Background: an optimization exercise with open tools, aiming at small area. Do not read the settings as production practice. The RTL was checked by simulation tests, not by an equivalence proof against the original design. Power is estimated from default activity; no workload was simulated.

== main ==
==> flow/design.v <==
`timescale 1ns/1ps
module spu_exec_top (
	input  logic         clk,
	input  logic         arst_n,
	input  logic         in_valid,
	input  logic [10:0]  opcode,
	input  logic [127:0] ra,
	input  logic [127:0] rb,
	input  logic [9:0]   imm,
	output logic         out_valid,
	output logic [127:0] result,
	output logic         illegal_op
);
	logic known, invb, en_p, en_c, en_g, kinv, is_ceq, is_cgt, is_clgt, is_clz;
	logic hw, use_imm;
	assign hw      = opcode[3];  
	assign use_imm = opcode[5];  
	assign invb = opcode[6] & (opcode[7] ? opcode[9] : (opcode[5] | ~opcode[0]));
	always_comb begin
		{known, en_p, en_c, en_g, kinv, is_ceq, is_cgt, is_clgt, is_clz} = '0;
		casez (opcode)
			11'b00011001000, 11'b00011000000,
			11'b0001110????:                  {known, en_p, en_c} = 3'b111;               
			11'b00001001000, 11'b00001000000,
			11'b0000110????:                  {known, en_p, en_c, kinv} = 4'b1111;  
			11'b00011000001, 11'b0001010????: {known, en_g} = 2'b11;                      
			11'b01011000001:                  {known, en_g} = 2'b11;               
			11'b00001000001, 11'b0000010????: {known, en_p, en_g} = 3'b111;               
			11'b01011001001:                  {known, en_p, en_g} = 3'b111;        
			11'b01001000001, 11'b0100010????: {known, en_p} = 2'b11;                      
			11'b00011001001:                  {known, en_g, kinv} = 3'b111;               
			11'b00001001001:                  {known, en_p, en_g, kinv} = 4'b1111;        
			11'b01111001000, 11'b01111000000,
			11'b0111110????:                  {known, is_ceq} = 2'b11;             
			11'b01001001000, 11'b01001000000,
			11'b0100110????:                  {known, is_cgt} = 2'b11;             
			11'b01011001000, 11'b01011000000,
			11'b0101110????:                  {known, is_clgt} = 2'b11;            
			11'b01010100101:                  {known, is_clz} = 2'b11;                    
			default: ;
		endcase
	end
	logic [31:0] immx;
	always_comb begin
		immx[9:0]   = imm;
		immx[15:10] = {6{imm[9]}};
		immx[25:16] = hw ? imm : {10{imm[9]}};
		immx[31:26] = {6{imm[9]}};
	end
	logic [127:0] bp, p, g, c;
	logic [31:0] zb;
	assign zb = (immx & {32{use_imm}}) ^ {32{invb}};
	for (genvar i = 0; i < 128; i++) begin : g_bit
		assign bp[i] = (rb[i] & ~use_imm) ^ zb[i % 32];
		assign p[i]  = ra[i] ^ bp[i];
		assign g[i]  = ra[i] & bp[i];
	end
	logic [15:0] pg [8];
	logic [15:0] pp [8];
	always_comb begin
		for (int h = 0; h < 8; h++) begin
			pg[h] = g[h*16 +: 16];
			pp[h] = p[h*16 +: 16];
			for (int l = 0; l < 4; l++) begin
				for (int i = 0; i < 16; i++) begin
					if (i & (1 << l)) begin
						pg[h][i] = pg[h][i] | (pp[h][i] & pg[h][((i >> l) << l) - 1]);
						pp[h][i] = pp[h][i] & pp[h][((i >> l) << l) - 1];
					end
				end
			end
		end
	end
	logic [7:0] cin_h;  
	for (genvar h = 0; h < 8; h++) begin : g_half
		if (h % 2 == 0) begin : g_lo
			assign cin_h[h] = 1'b0;
		end else begin : g_hi
			assign cin_h[h] = ~hw & pg[h-1][15];
		end
		assign c[h*16] = cin_h[h];
		for (genvar i = 1; i < 16; i++) begin : g_c
			assign c[h*16 + i] = pg[h][i-1] | (pp[h][i-1] & cin_h[h]);
		end
	end
	logic [7:0] cmp_h;  
	for (genvar w = 0; w < 4; w++) begin : g_cmp
		logic gtu_w, gts_w, eq_w, cmp_w;
		logic [1:0] gtu_hh, gts_hh, eq_hh;
		for (genvar s = 0; s < 2; s++) begin : g_hh
			assign gtu_hh[s] = pg[2*w+s][15];
			assign gts_hh[s] = ~(gtu_hh[s] ^ p[(2*w+s)*16 + 15]);
			assign eq_hh[s]  = pp[2*w+s][15];
		end
		assign gtu_w = pg[2*w+1][15] | (pp[2*w+1][15] & pg[2*w][15]);
		assign gts_w = ~(gtu_w ^ p[w*32 + 31]);
		assign eq_w  = eq_hh[1] & eq_hh[0];
		assign cmp_w = (is_ceq & eq_w) | (is_cgt & gts_w) | (is_clgt & gtu_w);
		for (genvar s = 0; s < 2; s++) begin : g_sel
			assign cmp_h[2*w+s] = hw ? ((is_ceq & eq_hh[s]) | (is_cgt & gts_hh[s]) | (is_clgt & gtu_hh[s]))
			                         : cmp_w;
		end
	end
	logic [5:0] clz [4];
	for (genvar w = 0; w < 4; w++) begin : g_clz
		logic [15:0] z1; logic [15:0] n1;
		logic [7:0]  z2; logic [1:0] n2 [8];
		logic [3:0]  z3; logic [2:0] n3 [4];
		logic [1:0]  z4; logic [3:0] n4 [2];
		logic        z5; logic [4:0] n5;
		logic [31:0] x;
		assign x = ra[w*32 +: 32];
		for (genvar k = 0; k < 16; k++) begin : g_l1
			assign z1[k] = ~(x[2*k+1] | x[2*k]);
			assign n1[k] = ~x[2*k+1];
		end
		for (genvar k = 0; k < 8; k++) begin : g_l2
			assign z2[k] = z1[2*k+1] & z1[2*k];
			assign n2[k] = z1[2*k+1] ? {1'b1, n1[2*k]} : {1'b0, n1[2*k+1]};
		end
		for (genvar k = 0; k < 4; k++) begin : g_l3
			assign z3[k] = z2[2*k+1] & z2[2*k];
			assign n3[k] = z2[2*k+1] ? {1'b1, n2[2*k]} : {1'b0, n2[2*k+1]};
		end
		for (genvar k = 0; k < 2; k++) begin : g_l4
			assign z4[k] = z3[2*k+1] & z3[2*k];
			assign n4[k] = z3[2*k+1] ? {1'b1, n3[2*k]} : {1'b0, n3[2*k+1]};
		end
		assign z5 = z4[1] & z4[0];
		assign n5 = z4[1] ? {1'b1, n4[0]} : {1'b0, n4[1]};
		assign clz[w] = z5 ? 6'd32 : {1'b0, n5};
	end
	logic [127:0] y;
	for (genvar i = 0; i < 128; i++) begin : g_y
		logic k;
		if (i % 32 < 6) begin : g_k_clz
			assign k = (known & kinv) | cmp_h[i / 16] | (is_clz & clz[i / 32][i % 32]);
		end else begin : g_k
			assign k = (known & kinv) | cmp_h[i / 16];
		end
		assign y[i] = (p[i] & en_p) ^ ((c[i] & en_c) | (g[i] & en_g)) ^ k;
	end
	logic         v1, il1;
	logic [127:0] r1;
	always_ff @(posedge clk or negedge arst_n) begin
		if (!arst_n) begin
			v1        <= 1'b0;
			out_valid <= 1'b0;
		end else begin
			v1        <= in_valid;
			out_valid <= v1;
		end
	end
	always_ff @(posedge clk) begin
		r1         <= y;
		il1        <= ~known;
		result     <= r1;
		illegal_op <= il1;
	end
endmodule
clock: 5.5 ns
lec_check: 0
cap_margin: 20
core_margin: 2
core_utilization: 55
place_density: 0.65
slew_margin: 20
standard.sh (not shown) runs the stock make flow with config.mk's settings and CLKGATE_MAP_FILE= SYNTH_SCRIPT=/design/flow/synth_recipe.tcl, a recipe that flattens the netlist after the stock synthesis.
==> flow/flow/run.sh <==
#!/bin/bash
# Own layout flow: the standard ORFS flow (standard.sh) with
#  - an area-oriented ABC mapping script in synthesis (registers untouched),
#  - plain buf_1 cells as the port buffers,
#  - no timing-driven global placement (it buffered on overflowed placements),
#  - small clock buffers without dummy loads in CTS,
# Each tool's full output goes to a log file in this folder.
set -euo pipefail
W=$(pwd)
F=$W/flow

# synthesis script: the standard flow's, with ABC given our script instead of ORFS's
python3 - "$W" "$F" <<'PY'
import sys, os
w, f = sys.argv[1], sys.argv[2]
home = os.environ['FLOW_HOME']
s = open(os.path.join(home, 'scripts', 'synth.tcl')).read()
old = "  log_cmd abc {*}$abc_args\n"
assert s.count(old) == 1
s = s.replace(old, "  set abc_args [lreplace $abc_args 1 1 %s/abc_area.script]\n" % f + old)
open(os.path.join(w, 'own_synth_body.tcl'), 'w').write(s)
b = open(os.path.join(w, 'synth_recipe.tcl')).read()
old = "source $::env(SCRIPTS_DIR)/synth.tcl"
assert b.count(old) == 1
b = b.replace(old, "source %s/own_synth_body.tcl" % w)
open(os.path.join(w, 'own_synth.tcl'), 'w').write(b)
PY
sed "s#SYNTH_SCRIPT=[^ ]*#SYNTH_SCRIPT=$W/own_synth.tcl#" standard.sh > own_standard.sh
grep -q "SYNTH_SCRIPT=$W/own_synth.tcl" own_standard.sh

export BUFFER_PORTS_ARGS="-buffer_cell sky130_fd_sc_hd__buf_1"
export GPL_TIMING_DRIVEN=0
export CTS_ARGS="-sink_clustering_enable -repair_clock_nets -dont_use_dummy_load -buf_list sky130_fd_sc_hd__clkbuf_4 -sink_clustering_size 10 -sink_clustering_max_diameter 50"
bash own_standard.sh > flow_make.log 2>&1
==> flow/flow/abc_area.script <==
&get -n
&st
&dch
&nf -a
&put
topo
stime -c
main has completed all stages; timing, DRC and antenna checks passed.
> inputs changed (main -> the feature branch)
# main
export LEC_CHECK = 0
export CAP_MARGIN = 20
export CORE_MARGIN = 2
export CORE_UTILIZATION = 55
export PLACE_DENSITY = 0.65
export SLEW_MARGIN = 20
create_clock -name core_clock -period 5.5 [get_ports {clk}]
# the feature branch
export LEC_CHECK = 0
export CAP_MARGIN = 20
export CORE_MARGIN = 2
export CORE_UTILIZATION = 40
export SLEW_MARGIN = 20
create_clock -name core_clock -period 5.5 [get_ports {clk}]
--- a/flow/flow/run.sh
+++ b/flow/flow/run.sh
@@ -31,4 +31,4 @@
 export BUFFER_PORTS_ARGS="-buffer_cell sky130_fd_sc_hd__buf_1"
 export GPL_TIMING_DRIVEN=0
-export CTS_ARGS="-sink_clustering_enable -repair_clock_nets -dont_use_dummy_load -buf_list sky130_fd_sc_hd__clkbuf_4 -sink_clustering_size 10 -sink_clustering_max_diameter 50"
+export CTS_ARGS="-sink_clustering_enable -repair_clock_nets -dont_use_dummy_load -buf_list sky130_fd_sc_hd__clkbuf_4"
 bash own_standard.sh > flow_make.log 2>&1
Findings:
- Final-stage net count (the feature branch vs. main) increases slightly
- Of main and the feature branch, the feature branch shows the lower portion of the clock cycle consumed by the worst path in the final layout, with main above it.
- The feature branch reached the end of the flow, and the finished layout is clean on the timing, design-rule and antenna checks.
- main was smaller in final cell area than the feature branch.
- Looking at clock transition at the register clock pins on the worst setup and hold paths after CTS, the feature branch sits 0.05 ns lower than main does.
- In the feature branch the routed wire length on met3 turned out 1.9% lower than in main.
- Changes observed in the feature branch relative to main: switching power as a share of total power saw a decrease; area fraction of clock buffers and clock inverters climbed 1.4 points.

## port drivers added, routing unchanged
The results above use ideal ports. As a check the final layouts listed here were re-extracted and re-timed, cells and wires unchanged.
Step 1: set_driving_cell puts a clkbuf_16 on clk and a buf_2 on each other input, an assumption about the parent block.
Step 2 adds t to the input delays and takes it off the output delays; t is the mean of the earliest and latest rising clock arrival at the registers after step 1. Input paths then give back, and output paths get back, about the clock's delay inside the block.
a / b / c = ideal / step 1 / step 2; a / b = the first two.
run | shift t [ns] | slack for setup (ns) | slew at the worst register clock pin (ns) | worst slew at a driven data input, ns
main | 0.697 | 0.183 / 0.142 / -0.555 | 0.11 / 0.11 | 0.12
the feature branch | 0.774 | 0.204 / 0.193 / -0.581 | 0.07 / 0.07 | 0.12
With both steps, setup timing fails in main and the feature branch, where it was met with ideal ports. For the feature branch, which loses most, drivers alone change the setup slack by -0.011 ns; drivers and shift together by -0.785 ns.
